What follows belongs to an exercise in optimizing a design on an open flow for small area and a short achievable clock period; a production flow would make more cautious choices.
At most, simulation tests tie the RTL to the original design; equivalence was not proved.

==> flow/design.v <==
package mdu_pkg;
    typedef enum logic [2:0] {
        OP_MULT  = 3'd0,
        OP_MULTU = 3'd1,
        OP_DIV   = 3'd2,
        OP_DIVU  = 3'd3,
        OP_MTHI  = 3'd4,
        OP_MTLO  = 3'd5,
        OP_NONE  = 3'd7
    } mdu_op_e;
    localparam int DEF_MULT_CYCLES = 5;
    localparam int DEF_DIV_CYCLES  = 10;
endpackage
module mdu_arith
#(
    parameter int LO   = 0,
    parameter int HI   = 35,
    parameter int MOFF = 0,
    parameter int DOFF = 3,
    parameter int BLK  = 7
) (
    input  logic [HI:LO] x,
    input  logic [32:0]  m,
    input  logic         one,
    input  logic         two,
    input  logic         dv,
    input  logic         neg,
    output logic [HI:LO] s
);
    localparam int W  = HI - LO + 1;
    localparam int NB = (W + BLK - 1) / BLK;
    logic [W-1:0] xv, yv, sv, gv, tv;
    logic [W:0]   c;
    logic [NB:0]  cb;
    function automatic logic mbit(input logic [32:0] v, input int i);
        if (i < 0)       mbit = 1'b0;
        else if (i > 32) mbit = v[32];
        else             mbit = v[i];
    endfunction
    assign xv = x;
    assign s  = sv;
    for (genvar f = LO; f <= HI; f++) begin : g_op
        assign yv[f-LO] = neg ^ ((one & mbit(m, f - MOFF)) | (two & mbit(m, f - MOFF - 1)) |
                                 (dv & mbit(m, f - DOFF)));
    end
    assign gv = xv & yv;
    assign tv = xv | yv;
    assign cb[0] = neg;
    for (genvar b = 0; b < NB; b++) begin : g_blk
        localparam int B0 = b * BLK;
        localparam int B1 = (b * BLK + BLK - 1 < W - 1) ? b * BLK + BLK - 1 : W - 1;
        logic gb, pb;
        always_comb begin
            gb = 1'b0;
            pb = 1'b1;
            for (int i = B0; i <= B1; i++) begin
                gb = gv[i] | (tv[i] & gb);
                pb = pb & tv[i];
            end
        end
        assign cb[b+1] = gb | (pb & cb[b]);
        assign c[B0] = cb[b];
        for (genvar i = B0; i <= B1; i++) begin : g_fa
            assign sv[i] = xv[i] ^ (yv[i] ^ c[i]);
            if (i < B1) begin : g_c
                assign c[i+1] = (xv[i] & yv[i]) | (xv[i] & c[i]) | (yv[i] & c[i]);
            end
        end
    end
endmodule
module mdu_ctrl
(
    input  logic        clk,
    input  logic        reset,
    input  logic        start,
    input  logic [2:0]  op,
    input  logic        we,
    input  logic [31:0] in1,
    input  logic [31:0] in2,
    output logic        busy,
    output logic [31:0] hi,
    output logic [31:0] lo
);
    logic        busy_q;
    logic [3:0]  cnt_q;
    logic [31:0] hi_q, lo_q;
    logic        mul_q;       
    logic        sgn_q;       
    logic        sa_q;        
    logic        bp_q;        
    logic [31:0] a_q;         
    logic [36:0] x_q;         
    logic [31:0] d_q;         
    logic [32:0] m;
    logic        sb;
    logic        first, last;
    logic [35:0] x1, s1;      
    logic [36:2] x2, s2;      
    logic [38:1] x3, s3;      
    logic [40:0] x4, s4;      
    logic        one1, one2, one3, one4;
    logic        two1, two2, two3, two4;
    logic        dv1, dv2, dv3, dv4;
    logic        neg1, neg2, neg3, neg4;
    logic        g1, g2, g3, g4;    
    logic        accept;
    logic        commit;
    logic        div0;
    logic        nq, nr;
    logic [31:0] a_neg;
    logic [31:0] r_fix;
    logic [31:0] r_res;
    assign m     = {sgn_q & d_q[31], d_q};
    assign sb    = sgn_q & d_q[31];
    assign first = (cnt_q == 4'd0);
    assign last  = mul_q ? (cnt_q == 4'd4) : (cnt_q == 4'd9);
    function automatic logic [2:0] booth(input logic b2, input logic b1, input logic b0);
        booth = {b1 ^ b0, (b2 & ~b1 & ~b0) | (~b2 & b1 & b0), b2 & ~(b1 & b0)};
    endfunction
    assign x1 = {x_q[35:4], mul_q ? x_q[3:0] : a_q[31:28]};
    assign x2 = {s1[35], s1[35:2]};
    assign x3 = {{2{s2[36]}}, s2[36:2], s1[1]};
    assign x4 = {{2{s3[38]}}, s3[38:1], s1[0]};
    assign g1 = ~s1[35];
    assign g2 = ~s2[34];
    assign g3 = ~s3[33];
    assign g4 = ~s4[32];
    always_comb begin
        {one1, two1, dv1, neg1} = 4'b0000;
        {one2, two2, dv2, neg2} = 4'b0000;
        {one3, two3, dv3, neg3} = 4'b0000;
        {one4, two4, dv4, neg4} = 4'b0000;
        if (mul_q) begin
            if (last) begin
                one1 = ~sgn_q & bp_q;
            end else begin
                {one1, two1, neg1} = booth(a_q[1], a_q[0], bp_q);
                {one2, two2, neg2} = booth(a_q[3], a_q[2], a_q[1]);
                {one3, two3, neg3} = booth(a_q[5], a_q[4], a_q[3]);
                {one4, two4, neg4} = booth(a_q[7], a_q[6], a_q[5]);
            end
        end else begin
            if (last) begin
                one3 = x_q[36];
                neg3 = sb;
            end else begin
                dv1 = 1'b1; neg1 = ~x_q[36] ^ sb;
                dv2 = 1'b1; neg2 = g1 ^ sb;
                dv3 = 1'b1; neg3 = g2 ^ sb;
                dv4 = 1'b1; neg4 = g3 ^ sb;
            end
        end
    end
    mdu_arith #(.LO(0), .HI(35), .MOFF(0), .DOFF(3)) u_s1 (.x(x1), .m(m), .one(one1), .two(two1), .dv(dv1), .neg(neg1), .s(s1));
    mdu_arith #(.LO(2), .HI(36), .MOFF(2), .DOFF(2)) u_s2 (.x(x2), .m(m), .one(one2), .two(two2), .dv(dv2), .neg(neg2), .s(s2));
    mdu_arith #(.LO(1), .HI(38), .MOFF(4), .DOFF(1)) u_s3 (.x(x3), .m(m), .one(one3), .two(two3), .dv(dv3), .neg(neg3), .s(s3));
    mdu_arith #(.LO(0), .HI(40), .MOFF(6), .DOFF(0)) u_s4 (.x(x4), .m(m), .one(one4), .two(two4), .dv(dv4), .neg(neg4), .s(s4));
    function automatic logic [31:0] cneg(input logic [31:0] v, input logic n);
        logic t;
        t = 1'b0;
        for (int i = 0; i < 32; i++) begin
            cneg[i] = v[i] ^ t;
            t = t | (n & v[i]);
        end
    endfunction
    assign nq    = first ? (sgn_q & a_q[31]) : (!mul_q && (sa_q ^ sb));
    assign a_neg = cneg(a_q, nq);
    assign nr    = !mul_q && sa_q;
    assign r_fix = cneg(s4[35:4], nr);
    assign r_res = mul_q ? s4[31:0] : r_fix;
    assign accept = !busy_q && start && (op[2] == 1'b0);
    assign div0   = !mul_q && (d_q == 32'd0);
    assign commit = busy_q && last && !div0;
    always_ff @(posedge clk or posedge reset) begin
        if (reset) begin
            busy_q <= 1'b0;
            cnt_q  <= 4'd0;
            hi_q   <= 32'd0;
            lo_q   <= 32'd0;
        end else begin
            if (busy_q) begin
                busy_q <= !last;
                cnt_q  <= cnt_q + 4'd1;
            end else begin
                busy_q <= accept;
                cnt_q  <= 4'd0;
            end
            if (commit) begin
                hi_q <= r_res;
                lo_q <= a_neg;
            end else if (!busy_q && !start && we) begin
                if (op == mdu_pkg::OP_MTHI) hi_q <= in1;
                if (op == mdu_pkg::OP_MTLO) lo_q <= in1;
            end
        end
    end
    always_ff @(posedge clk) begin
        if (!busy_q) begin
            mul_q <= !op[1];
            sgn_q <= !op[0];
            bp_q  <= 1'b0;
            a_q   <= in1;
            x_q   <= 37'd0;
            d_q   <= in2;
        end else if (mul_q) begin
            bp_q <= a_q[7];
            a_q  <= {s4[7:0], a_q[31:8]};
            x_q  <= {{4{s4[40]}}, s4[40:8]};
        end else if (first) begin
            sa_q <= sgn_q & a_q[31];
            a_q  <= a_neg;
        end else begin
            a_q  <= {a_q[27:0], g1, g2, g3, g4};
            x_q  <= {s4[32:0], 4'd0};
        end
    end
    assign busy = busy_q;
    assign hi   = hi_q;
    assign lo   = lo_q;
endmodule
export LEC_CHECK = 0
export CAP_MARGIN = 20
export CORE_MARGIN = 2
export CORE_UTILIZATION = 40
export SLEW_MARGIN = 20
create_clock -name core_clock -period 150.0 [get_ports {clk}]
run.sh (not shown) runs the stock make flow with config.mk's settings and CLKGATE_MAP_FILE= SYNTH_SCRIPT=/design/flow/synth_recipe.tcl, a recipe that flattens the netlist after the stock synthesis.
Rerun with:
==> flow/flow/run.sh (new file) <==
#!/bin/bash
# Standard layout, but the port buffers use the smallest plain buffer.
set -e
cp standard.sh flow_standard_copy.txt
export BUFFER_PORTS_ARGS="-buffer_cell sky130_fd_sc_hd__buf_1"
bash standard.sh > standard.log 2>&1
==> flow/standard.sh (new file) <==
#!/bin/bash
# synth_recipe.tcl (not shown) runs the flow's synth.tcl, then flattens the netlist and writes it again
# the make line also repeats each setting of config.mk as NAME=value (left out here)
make -C /OpenROAD-flow-scripts/flow DESIGN_CONFIG=/design/flow/config.mk WORK_HOME=/design/flow/orfs CLKGATE_MAP_FILE= SYNTH_SCRIPT=/design/flow/synth_recipe.tcl "${@:-finish}"
removed: flow/run.sh
Effect:
- clock skew went up by 0.0043 ns
- sequential share of layout area rose by 0.87 points
- synthesized area is unchanged
- design area decreases by 4.1%
- core utilization went down by 1.9 points

* * *

Another version of the RTL of mdu_ctrl (not shown whole).
For scale: about 1,600 cells after synthesis, roughly 180 flip-flops.
Settings: LEC_CHECK=0, ABC_AREA=1, CAP_MARGIN=20, CORE_MARGIN=2, CORE_UTILIZATION=40, SLEW_MARGIN=30; clock period 150.0 ns.
standard.sh (not shown) runs the stock make flow with config.mk's settings and CLKGATE_MAP_FILE= SYNTH_SCRIPT=/design/flow/synth_recipe.tcl, a recipe that flattens the netlist after the stock synthesis.
==> flow/flow/run.sh <==
#!/bin/bash
# The standard layout (standard.sh, the ORFS flow), with these changes:
#  - synthesis: ABC's area script is replaced by flow/abc_area.script (&nf
#    mapping, no ABC buffering; the placer buffers). The ORFS scripts folder
#    is mirrored here with links so that only abc_area.script differs.
#  - synthesis: module mdu_wdec (the MTHI/MTLO select decode of the control
#    inputs) is kept apart while ABC maps, so that this short path from the
#    inputs is mapped on its own; the netlist is flattened afterwards as usual.
#  - synthesis: no ABC pass inside yosys synth (-noabc), so full adders are
#    extracted from the RTL's own gate structure.
#  - placement: every port still gets a buffer, the smallest plain one (buf_1).
#  - CTS: no dummy loads.
# Each tool's output is in standard.log and in orfs/logs.
set -e
mkdir -p scripts
for f in "$FLOW_HOME"/scripts/*; do ln -sf "$f" scripts/; done
rm -f scripts/abc_area.script
cp flow/abc_area.script scripts/abc_area.script
export BUFFER_PORTS_ARGS="-buffer_cell sky130_fd_sc_hd__buf_1"
bash standard.sh SCRIPTS_DIR="$PWD/scripts" SYNTH_KEEP_MODULES=mdu_wdec SYNTH_ARGS=-noabc \
  CTS_ARGS="-sink_clustering_enable -repair_clock_nets -dont_use_dummy_load" \
  finish > standard.log 2>&1
==> flow/flow/abc_area.script <==
strash
&get -n
&dch
&nf -R 20
&put
topo
stime -c
upsize -c
dnsize -c
The starting point finished with timing, DRC and antenna clean.
==> next run, changes <==
--- a/flow/flow/run.sh
+++ b/flow/flow/run.sh
@@ -9,2 +8,0 @@
-#  - synthesis: no ABC pass inside yosys synth (-noabc), so full adders are
-#    extracted from the RTL's own gate structure.
@@ -20 +18 @@
-bash standard.sh SCRIPTS_DIR="$PWD/scripts" SYNTH_KEEP_MODULES=mdu_wdec SYNTH_ARGS=-noabc \
+bash standard.sh SCRIPTS_DIR="$PWD/scripts" SYNTH_KEEP_MODULES=mdu_wdec \
- GPL_ROUTABILITY_DRIVEN: not set -> 0
Outcome: The changed run finished clean. Final area is about the same. Non-clock buffer count falls by 1. Synthesized cell count goes up by about 3.5%. Cell count rises by 2.4%. Die area climbs by 0.57%. Critical path depth went down by 91.
==> next run, changes <==
- GPL_ROUTABILITY_DRIVEN: 0 -> not set
Effect: Utilization stays flat; count of clock-buffer cells in the layout stays the same; fmax barely changes; worst setup slack is about the same; synthesized area is unchanged; final cell count does not change; sequential share of layout area is about the same.
==> next run, changes <==
==> flow/flow/run.sh (replaced) <==
#!/bin/bash
# Standard layout with two changes: the port buffers use the smallest plain
# buffer, and ABC's area script maps with &nf and leaves buffering to the
# placer; the MTHI/MTLO write decode is mapped on its own; CTS adds no dummy loads. The ORFS scripts folder is mirrored with links, and only
# abc_area.script is replaced.
set -e
mkdir -p scripts
for f in "$FLOW_HOME"/scripts/*; do ln -sf "$f" scripts/; done
rm -f scripts/abc_area.script
cp flow/abc_area.script scripts/abc_area.script
export BUFFER_PORTS_ARGS="-buffer_cell sky130_fd_sc_hd__buf_1"
bash standard.sh SCRIPTS_DIR="$PWD/scripts" SYNTH_KEEP_MODULES=mdu_wdec CTS_ARGS="-sink_clustering_enable -repair_clock_nets -dont_use_dummy_load" finish > standard.log 2>&1
==> flow/flow/abc_area.script (replaced) <==
strash
&get -n
&dch
&nf -R 20 -E 50
&put
topo
stime -c
upsize -c
dnsize -c
After rerunning: Non-clock buffer count came out higher by 2; wire length came out higher by 0.91%; final cell count came out lower by about 1.7%; worst setup slack got worse by 25 ps.
==> next run, changes <==
==> flow/flow/run.sh (replaced) <==
#!/bin/bash
# The standard layout (standard.sh, the ORFS flow), with these changes:
#  - synthesis: ABC's area script is replaced by flow/abc_area.script (&nf
#    mapping, no ABC buffering; the placer buffers). The ORFS scripts folder
#    is mirrored here with links so that only abc_area.script differs.
#  - synthesis: module mdu_wdec (the MTHI/MTLO select decode of the control
#    inputs) is kept apart while ABC maps, so that this short path from the
#    inputs is mapped on its own; the netlist is flattened afterwards as usual.
#  - placement: every port still gets a buffer, the smallest plain one (buf_1).
#  - CTS: no dummy loads.
# Each tool's output is in standard.log and in orfs/logs.
set -e
mkdir -p scripts
for f in "$FLOW_HOME"/scripts/*; do ln -sf "$f" scripts/; done
rm -f scripts/abc_area.script
cp flow/abc_area.script scripts/abc_area.script
export BUFFER_PORTS_ARGS="-buffer_cell sky130_fd_sc_hd__buf_1"
bash standard.sh SCRIPTS_DIR="$PWD/scripts" SYNTH_KEEP_MODULES=mdu_wdec \
  CTS_ARGS="-sink_clustering_enable -repair_clock_nets -dont_use_dummy_load" \
  finish > standard.log 2>&1
==> flow/flow/abc_area.script (replaced) <==
strash
&get -n
&dch
&nf -R 20
&put
topo
stime -c
upsize -c
dnsize -c
- CELL_PAD_IN_SITES_DETAIL_PLACEMENT: not set -> 0
- CELL_PAD_IN_SITES_GLOBAL_PLACEMENT: not set -> 0
=> Die area stays flat. Final area is about the same. Sequential share of layout area barely changes. Count of clock-buffer cells in the layout is unchanged. Synthesized cell count increases by a few percent.
==> next run, changes <==
==> flow/flow/run.sh (replaced) <==
#!/bin/bash
# Standard layout with two changes: the port buffers use the smallest plain
# buffer, and ABC's area script maps with &nf and leaves buffering to the
# placer; the MTHI/MTLO write decode is mapped on its own; CTS adds no dummy loads. The ORFS scripts folder is mirrored with links, and only
# abc_area.script is replaced.
set -e
mkdir -p scripts
for f in "$FLOW_HOME"/scripts/*; do ln -sf "$f" scripts/; done
rm -f scripts/abc_area.script
cp flow/abc_area.script scripts/abc_area.script
export BUFFER_PORTS_ARGS="-buffer_cell sky130_fd_sc_hd__buf_1"
bash standard.sh SCRIPTS_DIR="$PWD/scripts" SYNTH_KEEP_MODULES=mdu_wdec CTS_ARGS="-sink_clustering_enable -repair_clock_nets -dont_use_dummy_load" finish > standard.log 2>&1
- CELL_PAD_IN_SITES_DETAIL_PLACEMENT: 0 -> not set
- CELL_PAD_IN_SITES_GLOBAL_PLACEMENT: 0 -> not set
Effect:
- synthesized cell count is unchanged
- final cell count stays the same
- cell area does not change
- worst setup slack stays the same
- routed wire length does not change
- hold slack stays the same
- die area does not change
- count of clock-buffer cells in the layout is unchanged
- via count does not change

* * *

Another version of the RTL of mdu_ctrl (not shown whole).
Size: about 2300 cells after synthesis, ~180 flip-flops, ~140 I/O pins, ~17000 sq um of cells after synthesis.
export LEC_CHECK = 0
export ABC_AREA = 1
export CAP_MARGIN = 20
export CORE_MARGIN = 2
export CORE_UTILIZATION = 40
export SLEW_MARGIN = 70
create_clock -name core_clock -period 150.0 [get_ports {clk}]
==> flow/flow/run.sh <==
#!/bin/bash
# Standard layout, but the port buffers use the smallest plain buffer.
set -e
export BUFFER_PORTS_ARGS="-buffer_cell sky130_fd_sc_hd__buf_1"
bash standard.sh > standard.log 2>&1
The baseline finished with timing, DRC and antenna clean.
Change:
- CTS_BUF_LIST: not set -> sky130_fd_sc_hd__clkbuf_8 sky130_fd_sc_hd__clkbuf_16
The changed run passed the timing, design-rule and antenna checks. Wire length stays the same. Clock skew is unchanged. Count of clock-buffer cells in the layout stays the same.
No functional check of the RTL was part of any run of this note.

==> static timing again, ports no longer ideal <==
The results above use ideal ports. As a check the final layouts listed here were re-extracted and re-timed, cells and wires unchanged. Step 1: set_driving_cell puts a clkbuf_16 on clk and a buf_2 on each other input, an assumption about the parent block. Step 2 adds t to the input delays and takes it off the output delays; t is the mean of the earliest and latest rising clock arrival at the registers after step 1. Input paths then give back, and output paths get back, about the clock's delay inside the block. Slacks: ideal / step 1 / step 2; pairs: ideal / step 1.
run	t (ns)	setup slack, ns	worst hold slack (ns)
the first run of note 1	0.550	118.209 / 118.152 / 118.021	0.505 / 0.505 / 0.505
the second run of note 1	0.556	118.596 / 118.534 / 118.249	0.532 / 0.532 / 0.532
the first run of note 2	0.501	118.662 / 118.662 / 118.447	0.471 / 0.471 / 0.471
the second run of note 2	0.507	118.934 / 118.877 / 118.577	0.468 / 0.468 / 0.468
the third run of note 2	0.494	118.932 / 118.876 / 118.549	0.460 / 0.460 / 0.460
the fourth run of note 2	0.517	118.907 / 118.851 / 118.553	0.456 / 0.456 / 0.456
the fifth run of note 2	0.494	118.932 / 118.876 / 118.549	0.460 / 0.460 / 0.460
the sixth run of note 2	0.494	118.932 / 118.876 / 118.549	0.460 / 0.460 / 0.460
the first run of note 3	0.554	118.551 / 118.584 / 118.030	0.456 / 0.456 / 0.456
the second run of note 3	0.554	118.551 / 118.584 / 118.030	0.456 / 0.456 / 0.456
After both steps setup and hold are still met in every run listed.
